Background: an optimization exercise with open tools, aiming at a short achievable clock period and few clock cycles per item. Do not read the settings as production practice.
Function was checked by simulation only, so behaviour that the tests miss may differ from the original.
No driver is modelled on the clock port, so clocking that relies on it looks cheaper here than on a real chip.
Power and IR drop assume default switching activity.

==> 06-10 <==
Design cpu_top, start of the top module:
module cpu_top #(
	parameter logic [31:0] reset_pc = 32'hbfc00000
) (
	input  logic        aclk,
	input  logic        areset_n,
	output logic [31:0] inst_addr,
	input  logic [31:0] inst_rdata,
	output logic        data_en,
	output logic        data_we,
	output logic [3:0]  data_be,
	output logic [31:0] data_addr,
	output logic [31:0] data_wdata,
	input  logic [31:0] data_rdata,
	output logic        retire_valid,
	output logic [31:0] retire_pc,
	output logic        wb_en,
	output logic [4:0]  wb_addr,
	output logic [31:0] wb_data
);
export LEC_CHECK = 0
export CAP_MARGIN = 20
export CELL_PAD_IN_SITES_DETAIL_PLACEMENT = 1
export CELL_PAD_IN_SITES_GLOBAL_PLACEMENT = 2
export CORE_MARGIN = 2
export CORE_UTILIZATION = 30
export PLACE_DENSITY = 0.5
export SLEW_MARGIN = 20
export SYNTH_HIERARCHICAL = 1
create_clock -name core_clock -period 16.0 [get_ports {aclk}]
standard.sh (not shown) runs the stock make flow with config.mk's settings and CLKGATE_MAP_FILE= SYNTH_SCRIPT=/design/flow/synth_recipe.tcl, a recipe that flattens the netlist after the stock synthesis.
==> flow/flow/run.sh <==
#!/bin/bash
set -euo pipefail
source flow/knobs.sh
RT=$PWD/flow/rt.tcl
bash standard.sh SETUP_SLACK_MARGIN=$MARGIN TNS_END_PERCENT=$TNS RT_MAX_ITER=$MAXIT \
  PRE_FLOORPLAN_TCL=$RT PRE_CTS_TCL=$RT PRE_GLOBAL_ROUTE_TCL=$RT \
  "BUFFER_PORTS_ARGS=-buffer_cell $PORTBUF" $EXTRA finish > standard.log 2>&1
==> flow/flow/knobs.sh <==
MARGIN=11.5
TNS=10
MAXIT=400
PORTBUF=sky130_fd_sc_hd__buf_6
EXTRA=""
==> flow/flow/rt.tcl <==
# Sourced by ORFS's PRE_FLOORPLAN, PRE_CTS and PRE_GLOBAL_ROUTE hooks: the same
# repair_timing_helper as ORFS's util.tcl, with a cap on repair_timing's
# iterations, since the setup margin the flow asks for may not be reachable.
proc repair_timing_helper { args } {
  set additional_args {}
  append_env_var additional_args SETUP_SLACK_MARGIN -setup_margin 1
  append_env_var additional_args HOLD_SLACK_MARGIN -hold_margin 1
  append_env_var additional_args SETUP_MOVE_SEQUENCE -sequence 1
  append_env_var additional_args TNS_END_PERCENT -repair_tns 1
  append_env_var additional_args SKIP_PIN_SWAP -skip_pin_swap 0
  append_env_var additional_args SKIP_GATE_CLONING -skip_gate_cloning 0
  append_env_var additional_args SKIP_BUFFER_REMOVAL -skip_buffer_removal 0
  append_env_var additional_args SKIP_LAST_GASP -skip_last_gasp 0
  append_env_var additional_args SKIP_VT_SWAP -skip_vt_swap 0
  append_env_var additional_args SKIP_CRIT_VT_SWAP -skip_crit_vt_swap 0
  append_env_var additional_args MATCH_CELL_FOOTPRINT -match_cell_footprint 0
  append_env_var additional_args RT_MAX_ITER -max_iterations 1
  lappend additional_args {*}$args -verbose

  log_cmd repair_timing {*}$additional_args
}
==> 11-25: changes against 06-10 <==
--- a/flow/design.v
+++ b/flow/design.v
@@ -366,16 +366,17 @@
 			rs_oh[i]  = (i != 0) && rs == 5'(i);
 			rt_oh[i]  = (i != 0) && rt == 5'(i);
 			dst_oh[i] = wen && dest == 5'(i);
 		end
 	end
 endmodule
 module inst_decoder (
 	input  logic        sel_a,
+	input  logic        en,          
 	input  logic [31:0] inst_a,
 	input  logic [31:0] inst_b,
 	output logic [31:0] rs_oh,
 	output logic [31:0] rt_oh,
 	output logic        uses_rs,
 	output logic        uses_rt,
 	output logic [31:0] dst_oh,
 	output logic [4:0]  dest,
@@ -405,18 +406,31 @@
 	inst_decode_core i_b (
 		.inst (inst_b),
 		.rs_oh (db[31:0]), .rt_oh (db[63:32]), .uses_rs (db[64]), .uses_rt (db[65]),
 		.dst_oh (db[97:66]), .dest (db[102:98]), .wen (db[103]), .cls (db[116:104]),
 		.use_imm (db[117]), .imm_zext (db[118]), .shamt_var (db[119]), .is_load (db[120]),
 		.is_store (db[121]), .mem_size (db[123:122]), .load_unsigned (db[124]),
 		.br (db[130:125]), .is_cbr (db[131])
 	);
+	logic [63:0] unused_oh;
+	logic [4:0]  rs_f;
+	logic [4:0]  rt_f;
 	assign {is_cbr, br, load_unsigned, mem_size, is_store, is_load, shamt_var, imm_zext,
-		use_imm, cls, wen, dest, dst_oh, uses_rt, uses_rs, rt_oh, rs_oh} = sel_a ? da : db;
+		use_imm, cls, wen, dest, dst_oh, uses_rt, uses_rs, unused_oh} = sel_a ? da : db;
+	assign rs_f = sel_a ? inst_a[25:21] : inst_b[25:21];
+	assign rt_f = sel_a ? inst_a[20:16] : inst_b[20:16];
+	always_comb
+	begin
+		for (int i = 0; i < 32; i++)
+		begin
+			rs_oh[i] = en && (i != 0) && rs_f == 5'(i);
+			rt_oh[i] = en && (i != 0) && rt_f == 5'(i);
+		end
+	end
 endmodule
 `timescale 1ns/1ps
 import cpu_pkg::*;
 module pc_sequencer #(
 	parameter logic [31:0] reset_pc = 32'hbfc00000
 ) (
 	input  logic        aclk,
 	input  logic        areset_n,
@@ -774,16 +788,17 @@
 		.bt_install (bt_install),
 		.bt_pc      (h_pc),
 		.bt_target  (bt_target),
 		.bt_drop    (bt_drop),
 		.bt_idx     (h_btb_idx)
 	);
 	inst_decoder i_inst_decoder (
 		.sel_a         (nh_from_bus),
+		.en            (head_load),
 		.inst_a        (inst_rdata),
 		.inst_b        (q1_w),
 		.rs_oh         (d_rs_oh),
 		.rt_oh         (d_rt_oh),
 		.uses_rs       (d_uses_rs),
 		.uses_rt       (d_uses_rt),
 		.dst_oh        (d_dst_oh),
 		.dest          (d_dest),
@@ -837,18 +852,18 @@
 	assign a_m = head_load && xm_ok && |(d_rs_oh & h_dst_oh);
 	assign a_w = head_load ? |(d_rs_oh & m_wmask) : |(h_rs_oh & m_wmask);
 	assign a_r = head_load ? |(d_rs_oh & w_we) : |(h_rs_oh & w_we);
 	assign b_m = head_load && xm_ok && |(d_rt_oh & h_dst_oh);
 	assign b_w = head_load ? |(d_rt_oh & m_wmask) : |(h_rt_oh & m_wmask);
 	assign b_r = head_load ? |(d_rt_oh & w_we) : |(h_rt_oh & w_we);
 	always_ff @(posedge aclk)
 	begin
-		op_rs <= head_load ? rf_rs : rs_val;
-		op_rt <= head_load ? rf_rt : rt_val;
+		op_rs <= rf_rs | (rs_val & {32{!head_load}});
+		op_rt <= rf_rt | (rt_val & {32{!head_load}});
 		ld_q  <= w_wdata;
 		sa_m  <= a_m;
 		sa_w  <= !a_m && a_w;
 		sa_r  <= !a_m && !a_w && a_r;
 		sa_o  <= !a_m && !a_w && !a_r;
 		st_m  <= b_m;
 		st_w  <= !b_m && b_w;
 		st_r  <= !b_m && !b_w && b_r;
@@ -986,17 +1001,18 @@
 		.load_value    (load_value)
 	);
 	assign w_we    = w_wmask | w_ld_oh;
 	assign w_wdata = w_is_load ? load_value : w_result;
 	always_ff @(posedge aclk)
 	begin
 		retire_pc <= w_pc;
 		wb_addr   <= w_dest;
-		wb_data   <= w_wdata;
+		if (w_valid && w_wen)
+			wb_data <= w_wdata;
 		if (!areset_n)
 		begin
 			retire_valid <= 1'b0;
 			wb_en        <= 1'b0;
 		end
 		else
 		begin
 			retire_valid <= w_valid;
==> flow/flow/knobs.sh (replaced) <==
MARGIN=11.5
TNS=10
MAXIT=3000
PORTBUF=sky130_fd_sc_hd__buf_6
EXTRA=""
- CELL_PAD_IN_SITES_GLOBAL_PLACEMENT: 2 -> 1
- CORE_UTILIZATION: 30 -> 40
- GPL_ROUTABILITY_DRIVEN: not set -> 1
==> 05-18: changes against 06-10 <==
--- a/flow/design.v
+++ b/flow/design.v
@@ -366,16 +366,17 @@
 			rs_oh[i]  = (i != 0) && rs == 5'(i);
 			rt_oh[i]  = (i != 0) && rt == 5'(i);
 			dst_oh[i] = wen && dest == 5'(i);
 		end
 	end
 endmodule
 module inst_decoder (
 	input  logic        sel_a,
+	input  logic        en,          
 	input  logic [31:0] inst_a,
 	input  logic [31:0] inst_b,
 	output logic [31:0] rs_oh,
 	output logic [31:0] rt_oh,
 	output logic        uses_rs,
 	output logic        uses_rt,
 	output logic [31:0] dst_oh,
 	output logic [4:0]  dest,
@@ -405,18 +406,31 @@
 	inst_decode_core i_b (
 		.inst (inst_b),
 		.rs_oh (db[31:0]), .rt_oh (db[63:32]), .uses_rs (db[64]), .uses_rt (db[65]),
 		.dst_oh (db[97:66]), .dest (db[102:98]), .wen (db[103]), .cls (db[116:104]),
 		.use_imm (db[117]), .imm_zext (db[118]), .shamt_var (db[119]), .is_load (db[120]),
 		.is_store (db[121]), .mem_size (db[123:122]), .load_unsigned (db[124]),
 		.br (db[130:125]), .is_cbr (db[131])
 	);
+	logic [63:0] unused_oh;
+	logic [4:0]  rs_f;
+	logic [4:0]  rt_f;
 	assign {is_cbr, br, load_unsigned, mem_size, is_store, is_load, shamt_var, imm_zext,
-		use_imm, cls, wen, dest, dst_oh, uses_rt, uses_rs, rt_oh, rs_oh} = sel_a ? da : db;
+		use_imm, cls, wen, dest, dst_oh, uses_rt, uses_rs, unused_oh} = sel_a ? da : db;
+	assign rs_f = sel_a ? inst_a[25:21] : inst_b[25:21];
+	assign rt_f = sel_a ? inst_a[20:16] : inst_b[20:16];
+	always_comb
+	begin
+		for (int i = 0; i < 32; i++)
+		begin
+			rs_oh[i] = en && (i != 0) && rs_f == 5'(i);
+			rt_oh[i] = en && (i != 0) && rt_f == 5'(i);
+		end
+	end
 endmodule
 `timescale 1ns/1ps
 import cpu_pkg::*;
 module pc_sequencer #(
 	parameter logic [31:0] reset_pc = 32'hbfc00000
 ) (
 	input  logic        aclk,
 	input  logic        areset_n,
@@ -774,16 +788,17 @@
 		.bt_install (bt_install),
 		.bt_pc      (h_pc),
 		.bt_target  (bt_target),
 		.bt_drop    (bt_drop),
 		.bt_idx     (h_btb_idx)
 	);
 	inst_decoder i_inst_decoder (
 		.sel_a         (nh_from_bus),
+		.en            (head_load),
 		.inst_a        (inst_rdata),
 		.inst_b        (q1_w),
 		.rs_oh         (d_rs_oh),
 		.rt_oh         (d_rt_oh),
 		.uses_rs       (d_uses_rs),
 		.uses_rt       (d_uses_rt),
 		.dst_oh        (d_dst_oh),
 		.dest          (d_dest),
@@ -837,18 +852,18 @@
 	assign a_m = head_load && xm_ok && |(d_rs_oh & h_dst_oh);
 	assign a_w = head_load ? |(d_rs_oh & m_wmask) : |(h_rs_oh & m_wmask);
 	assign a_r = head_load ? |(d_rs_oh & w_we) : |(h_rs_oh & w_we);
 	assign b_m = head_load && xm_ok && |(d_rt_oh & h_dst_oh);
 	assign b_w = head_load ? |(d_rt_oh & m_wmask) : |(h_rt_oh & m_wmask);
 	assign b_r = head_load ? |(d_rt_oh & w_we) : |(h_rt_oh & w_we);
 	always_ff @(posedge aclk)
 	begin
-		op_rs <= head_load ? rf_rs : rs_val;
-		op_rt <= head_load ? rf_rt : rt_val;
+		op_rs <= rf_rs | (rs_val & {32{!head_load}});
+		op_rt <= rf_rt | (rt_val & {32{!head_load}});
 		ld_q  <= w_wdata;
 		sa_m  <= a_m;
 		sa_w  <= !a_m && a_w;
 		sa_r  <= !a_m && !a_w && a_r;
 		sa_o  <= !a_m && !a_w && !a_r;
 		st_m  <= b_m;
 		st_w  <= !b_m && b_w;
 		st_r  <= !b_m && !b_w && b_r;
@@ -986,17 +1001,18 @@
 		.load_value    (load_value)
 	);
 	assign w_we    = w_wmask | w_ld_oh;
 	assign w_wdata = w_is_load ? load_value : w_result;
 	always_ff @(posedge aclk)
 	begin
 		retire_pc <= w_pc;
 		wb_addr   <= w_dest;
-		wb_data   <= w_wdata;
+		if (w_valid && w_wen)
+			wb_data <= w_wdata;
 		if (!areset_n)
 		begin
 			retire_valid <= 1'b0;
 			wb_en        <= 1'b0;
 		end
 		else
 		begin
 			retire_valid <= w_valid;
- CELL_PAD_IN_SITES_GLOBAL_PLACEMENT: 2 -> 1
- CORE_UTILIZATION: 30 -> 40
- GPL_ROUTABILITY_DRIVEN: not set -> 1
==> 06-17: changes against 06-10 <==
--- a/flow/design.v
+++ b/flow/design.v
@@ -366,16 +366,17 @@
 			rs_oh[i]  = (i != 0) && rs == 5'(i);
 			rt_oh[i]  = (i != 0) && rt == 5'(i);
 			dst_oh[i] = wen && dest == 5'(i);
 		end
 	end
 endmodule
 module inst_decoder (
 	input  logic        sel_a,
+	input  logic        en,          
 	input  logic [31:0] inst_a,
 	input  logic [31:0] inst_b,
 	output logic [31:0] rs_oh,
 	output logic [31:0] rt_oh,
 	output logic        uses_rs,
 	output logic        uses_rt,
 	output logic [31:0] dst_oh,
 	output logic [4:0]  dest,
@@ -405,18 +406,31 @@
 	inst_decode_core i_b (
 		.inst (inst_b),
 		.rs_oh (db[31:0]), .rt_oh (db[63:32]), .uses_rs (db[64]), .uses_rt (db[65]),
 		.dst_oh (db[97:66]), .dest (db[102:98]), .wen (db[103]), .cls (db[116:104]),
 		.use_imm (db[117]), .imm_zext (db[118]), .shamt_var (db[119]), .is_load (db[120]),
 		.is_store (db[121]), .mem_size (db[123:122]), .load_unsigned (db[124]),
 		.br (db[130:125]), .is_cbr (db[131])
 	);
+	logic [63:0] unused_oh;
+	logic [4:0]  rs_f;
+	logic [4:0]  rt_f;
 	assign {is_cbr, br, load_unsigned, mem_size, is_store, is_load, shamt_var, imm_zext,
-		use_imm, cls, wen, dest, dst_oh, uses_rt, uses_rs, rt_oh, rs_oh} = sel_a ? da : db;
+		use_imm, cls, wen, dest, dst_oh, uses_rt, uses_rs, unused_oh} = sel_a ? da : db;
+	assign rs_f = sel_a ? inst_a[25:21] : inst_b[25:21];
+	assign rt_f = sel_a ? inst_a[20:16] : inst_b[20:16];
+	always_comb
+	begin
+		for (int i = 0; i < 32; i++)
+		begin
+			rs_oh[i] = en && (i != 0) && rs_f == 5'(i);
+			rt_oh[i] = en && (i != 0) && rt_f == 5'(i);
+		end
+	end
 endmodule
 `timescale 1ns/1ps
 import cpu_pkg::*;
 module pc_sequencer #(
 	parameter logic [31:0] reset_pc = 32'hbfc00000
 ) (
 	input  logic        aclk,
 	input  logic        areset_n,
@@ -431,16 +445,17 @@
 	output logic        nh_from_bus,  
 	output logic [31:0] q1_w,
 	output logic [31:0] nh_pc,
 	output logic [31:0] nh_pc4,
 	output logic [31:0] nh_bt,        
 	output logic        nh_pred,
 	output logic        nh_btb,       
 	output logic [1:0]  nh_btb_idx,
+	output logic [29:0] nh_ptgt,      
 	input  logic        bt_install,   
 	input  logic [31:0] bt_pc,
 	input  logic [31:0] bt_target,
 	input  logic        bt_drop,      
 	input  logic [1:0]  bt_idx
 );
 	logic [31:0] fa;
 	logic        fa_live;
@@ -454,16 +469,18 @@
 	logic [31:0] q1_pc, q2_pc;
 	logic [31:0] q1_pc4;
 	logic [31:0] q1_bt;
 	logic        q1_pred, q2_pred;
 	logic        q1_btb, q2_btb;
 	logic [1:0]  q1_bidx, q2_bidx;
 	logic        f2_btb;
 	logic [1:0]  f2_bidx;
+	logic [29:0] f2_ptgt;
+	logic [29:0] q1_ptgt, q2_ptgt;
 	logic [3:0]  bt_v;
 	logic [29:0] bt_tag [0:3];
 	logic [29:0] bt_tgt [0:3];
 	logic [1:0]  bt_ptr;
 	logic        bu_install;
 	logic        bu_drop;
 	logic [29:0] bu_pc;
 	logic [29:0] bu_tgt;
@@ -545,16 +562,17 @@
 	assign nh_pc     = (rem == 2'd0) ? f2_pc : q1_pc;
 	assign q1_pc4    = q1_pc + 32'd4;
 	assign q1_bt     = q1_pc4 + {{14{q1_word[15]}}, q1_word[15:0], 2'b00};
 	assign nh_pc4    = (rem == 2'd0) ? f2_pc4 : q1_pc4;
 	assign nh_bt     = (rem == 2'd0) ? bt : q1_bt;
 	assign nh_pred   = (rem == 2'd0) ? pred : q1_pred;
 	assign nh_btb    = (rem == 2'd0) ? f2_btb : q1_btb;
 	assign nh_btb_idx = (rem == 2'd0) ? f2_bidx : q1_bidx;
+	assign nh_ptgt   = (rem == 2'd0) ? f2_ptgt : q1_ptgt;
 	always_comb
 	begin
 		if (x_redirect)
 			fa_n = x_target;
 		else if (f2_redir)
 			fa_n = is_j ? jt : bt;
 		else if (fa_live)
 			fa_n = bt_hit ? {bt_hit_tgt, 2'b00} : fa4;
@@ -569,34 +587,38 @@
 		f2_hi_p1 <= fa4[31:18] + 14'd1;
 		if (fire)
 		begin
 			q1_word <= q2_word;
 			q1_pc   <= q2_pc;
 			q1_pred <= q2_pred;
 			q1_btb  <= q2_btb;
 			q1_bidx <= q2_bidx;
+			q1_ptgt <= q2_ptgt;
 		end
 		if (rem == 2'd1)
 		begin
 			q1_word <= w;
 			q1_pc   <= f2_pc;
 			q1_pred <= pred;
 			q1_btb  <= f2_btb;
 			q1_bidx <= f2_bidx;
+			q1_ptgt <= f2_ptgt;
 		end
 		if (rem == 2'd2)
 		begin
 			q2_word <= w;
 			q2_pc   <= f2_pc;
 			q2_pred <= pred;
 			q2_btb  <= f2_btb;
 			q2_bidx <= f2_bidx;
+			q2_ptgt <= f2_ptgt;
 		end
 		f2_bidx <= bt_hit_idx;
+		f2_ptgt <= bt_hit_tgt;
 		bu_pc  <= bt_pc[31:2];
 		bu_tgt <= bt_target[31:2];
 		bu_idx <= bt_idx;
 		if (bu_install)
 		begin
 			bt_tag[bt_ptr] <= bu_pc;
 			bt_tgt[bt_ptr] <= bu_tgt;
 		end
@@ -659,16 +681,22 @@
 	logic [31:0] q1_w;
 	logic [31:0] nh_pc;
 	logic [31:0] nh_pc4;
 	logic [31:0] nh_bt;
 	logic [31:0] h_bt;
 	logic        nh_pred;
 	logic        nh_btb;
 	logic [1:0]  nh_btb_idx;
+	logic [29:0] nh_ptgt;
+	logic [29:0] h_ptgt;
+	logic [31:0] jtarget;
+	logic [31:0] tgt_sel;
+	logic        act_taken;
+	logic        tgt_mis;
 	logic        h_btb;
 	logic [1:0]  h_btb_idx;
 	logic        h_is_j;
 	logic        bt_install;
 	logic        bt_drop;
 	logic [31:0] bt_target;
 	logic [31:0] x_wmask;
 	logic        fire;
@@ -766,24 +794,26 @@
 		.nh_from_bus (nh_from_bus),
 		.q1_w       (q1_w),
 		.nh_pc      (nh_pc),
 		.nh_pc4     (nh_pc4),
 		.nh_bt      (nh_bt),
 		.nh_pred    (nh_pred),
 		.nh_btb     (nh_btb),
 		.nh_btb_idx (nh_btb_idx),
+		.nh_ptgt    (nh_ptgt),
 		.bt_install (bt_install),
 		.bt_pc      (h_pc),
 		.bt_target  (bt_target),
 		.bt_drop    (bt_drop),
 		.bt_idx     (h_btb_idx)
 	);
 	inst_decoder i_inst_decoder (
 		.sel_a         (nh_from_bus),
+		.en            (head_load),
 		.inst_a        (inst_rdata),
 		.inst_b        (q1_w),
 		.rs_oh         (d_rs_oh),
 		.rt_oh         (d_rt_oh),
 		.uses_rs       (d_uses_rs),
 		.uses_rt       (d_uses_rt),
 		.dst_oh        (d_dst_oh),
 		.dest          (d_dest),
@@ -805,16 +835,17 @@
 		begin
 			h_word        <= nh_word;
 			h_pc          <= nh_pc;
 			h_pc4         <= nh_pc4;
 			h_bt          <= nh_bt;
 			h_pred        <= nh_pred;
 			h_btb         <= nh_btb;
 			h_btb_idx     <= nh_btb_idx;
+			h_ptgt        <= nh_ptgt;
 			h_is_j        <= nh_word[31:27] == 5'b00001;
 			h_rs_oh       <= d_rs_oh;
 			h_rt_oh       <= d_rt_oh;
 			h_dst_oh      <= d_dst_oh;
 			h_uses_rs     <= d_uses_rs;
 			h_uses_rt     <= d_uses_rt;
 			h_dest        <= d_dest;
 			h_wen         <= d_wen;
@@ -837,18 +868,18 @@
 	assign a_m = head_load && xm_ok && |(d_rs_oh & h_dst_oh);
 	assign a_w = head_load ? |(d_rs_oh & m_wmask) : |(h_rs_oh & m_wmask);
 	assign a_r = head_load ? |(d_rs_oh & w_we) : |(h_rs_oh & w_we);
 	assign b_m = head_load && xm_ok && |(d_rt_oh & h_dst_oh);
 	assign b_w = head_load ? |(d_rt_oh & m_wmask) : |(h_rt_oh & m_wmask);
 	assign b_r = head_load ? |(d_rt_oh & w_we) : |(h_rt_oh & w_we);
 	always_ff @(posedge aclk)
 	begin
-		op_rs <= head_load ? rf_rs : rs_val;
-		op_rt <= head_load ? rf_rt : rt_val;
+		op_rs <= rf_rs | (rs_val & {32{!head_load}});
+		op_rt <= rf_rt | (rt_val & {32{!head_load}});
 		ld_q  <= w_wdata;
 		sa_m  <= a_m;
 		sa_w  <= !a_m && a_w;
 		sa_r  <= !a_m && !a_w && a_r;
 		sa_o  <= !a_m && !a_w && !a_r;
 		st_m  <= b_m;
 		st_w  <= !b_m && b_w;
 		st_r  <= !b_m && !b_w && b_r;
@@ -902,21 +933,25 @@
 	end
 	assign fire  = head_valid && !stall;
 	assign eq    = rs_val == rt_val;
 	assign neg   = rs_val[31];
 	assign zero  = rs_val == 32'd0;
 	assign taken = (h_br[0] && eq) || (h_br[1] && !eq) || (h_br[2] && (neg || zero))
 		|| (h_br[3] && !neg && !zero) || (h_br[4] && neg) || (h_br[5] && !neg);
 	assign btarget    = h_bt;
-	assign x_redirect = fire && h_is_cbr && (taken != h_pred);
-	assign x_target   = taken ? btarget : h_pc4;
-	assign bt_target  = h_is_j ? {h_pc4[31:28], h_word[25:0], 2'b00} : btarget;
-	assign bt_install = fire && !h_btb && (h_is_j || (h_is_cbr && taken));
-	assign bt_drop    = fire && h_btb && h_is_cbr && !taken;
+	assign jtarget    = {h_pc4[31:28], h_word[25:0], 2'b00};
+	assign tgt_sel    = h_is_j ? jtarget : btarget;
+	assign act_taken  = h_is_j || (h_is_cbr && taken);
+	assign tgt_mis    = tgt_sel[31:2] != h_ptgt;
+	assign x_redirect = fire && (h_btb ? (!act_taken || tgt_mis) : (h_is_cbr && (taken != h_pred)));
+	assign x_target   = act_taken ? tgt_sel : h_pc4;
+	assign bt_target  = tgt_sel;
+	assign bt_install = fire && act_taken && (!h_btb || tgt_mis);
+	assign bt_drop    = fire && h_btb && (!act_taken || tgt_mis);
 	mem_lane i_st_lane (
 		.mem_size      (h_size),
 		.load_unsigned (h_ld_unsigned),
 		.addr_low      (sum[1:0]),
 		.rt_val        (rt_val),
 		.data_rdata    (32'd0),
 		.data_be       (st_be),
 		.data_wdata    (st_wdata),
@@ -986,17 +1021,18 @@
 		.load_value    (load_value)
 	);
 	assign w_we    = w_wmask | w_ld_oh;
 	assign w_wdata = w_is_load ? load_value : w_result;
 	always_ff @(posedge aclk)
 	begin
 		retire_pc <= w_pc;
 		wb_addr   <= w_dest;
-		wb_data   <= w_wdata;
+		if (w_valid && w_wen)
+			wb_data <= w_wdata;
 		if (!areset_n)
 		begin
 			retire_valid <= 1'b0;
 			wb_en        <= 1'b0;
 		end
 		else
 		begin
 			retire_valid <= w_valid;
==> flow/flow/knobs.sh (replaced) <==
MARGIN=11.5
TNS=10
MAXIT=3000
PORTBUF=sky130_fd_sc_hd__buf_6
EXTRA=""
- CELL_PAD_IN_SITES_GLOBAL_PLACEMENT: 2 -> 1
- CORE_UTILIZATION: 30 -> 40
- GPL_ROUTABILITY_DRIVEN: not set -> 1
==> results.txt <==
Worst Setup EP = sa_r
n_taps = 4,837
minimum clock period after layout = 5.22 ns
met2 routed WL = 254 mm
total power = 36.4 mW
drt total wl = 584 mm
Placed Cells incl. Taps = 13,720
total track usage = 29.9%
pre-CTS WS = 9.18 ns
Final Core Density = 35.7%
Largest delay share family, worst path = simple AND/OR/NAND/NOR gates
Seq/total area = 47.8%
wire per inst = 40.6 microns
WL met3 = 44.8 mm
final-layout non-clock buffer area share = 4.98%
status = no timing/DRC/antenna violations
pwr dens = 277 nW/um^2
Die Ht = 611 microns
Hold Startpoint = w_pc[1]
the above is filed under 06-10

==> results.txt <==
grt met2 use = 60.0%
n_taps = 3,589
final-layout non-clock buffer area share = 8.43%
wire per inst = 42.6 microns
Final Core Density = 49.9%
pre-CTS WS = 8.93 ns
Largest delay share family, worst path = simple AND/OR/NAND/NOR gates
total power = 35.4 mW
FF-to-FF setup slack = 11.01 ns
WL met3 = 53.3 mm
minimum clock period after layout = 5.21 ns
Seq/total area = 46.8%
drt total wl = 567 mm
status = no timing/DRC/antenna violations
Placed Cells incl. Taps = 12,373
total track usage = 39.4%
met2 routed WL = 250 mm
Die Ht = 528 microns
the above is filed under 11-25

==> results.txt <==
minimum clock period after layout = 5.38 ns
status = no timing/DRC/antenna violations
Largest delay share family, worst path = compound AO/OA/AOI/OAI gates
met2 routed WL = 259 mm
Hold Startpoint = w_pc[14]
total power = 37.2 mW
wire per inst = 43.0 microns
Seq/total area = 46.9%
n_taps = 3,781
Final Core Density = 49.7%
the above is filed under 06-17

==> results.txt <==
total power = 34.5 mW
pre-CTS WS = 9.15 ns
Largest delay share family, worst path = simple AND/OR/NAND/NOR gates
WL met3 = 53.4 mm
status = no timing/DRC/antenna violations
drt total wl = 542 mm
total track usage = 37.2%
Hold Startpoint = m_pc[3]
Worst Setup EP = op_rt[24]
n_taps = 3,589
the above is filed under 05-18

Testbench counts of 06-10, summed over its fixed seeds: cycles 41,212, instrs 35,347.
Testbench counts of 11-25, summed over its fixed seeds: cycles 41,212, instrs 35,347.
Testbench counts of 05-18, summed over its fixed seeds: cycles 41,212, instrs 35,347.
Testbench counts of 06-17, summed over its fixed seeds: cycles 41,212, instrs 35,347.

==> static timing again, ports no longer ideal <==
The flow's constraints put no driver on any port. The routed layouts listed below were extracted and timed again, unchanged, in two steps. Step 1 (the two cells are an assumption about what drives the block):
set clk [get_ports {aclk}]
set_driving_cell -lib_cell sky130_fd_sc_hd__clkbuf_16 $clk
set_driving_cell -lib_cell sky130_fd_sc_hd__buf_2 [delete_from_list [all_inputs] $clk]
Step 2 times the ports against the registers' clock, not the clock port: input delays grow and output delays shrink by t, the midpoint of the rising clock arrivals with the driver on. Three values: ideal ports, drivers, drivers and shift; two values: the first two.
run	t, ns	setup WS [ns]	cell pins on the clock port's net
06-10	1.006	10.782 / 10.834 / 9.828	1
11-25	1.011	10.788 / 10.831 / 9.820	1
05-18	0.992	10.824 / 10.857 / 9.865	1
06-17	1.014	10.615 / 10.566 / 9.552	1
After both steps setup and hold are still met in every run listed. For 06-17, which loses most, drivers alone change the setup slack by -0.049 ns; drivers and shift together by -1.063 ns.
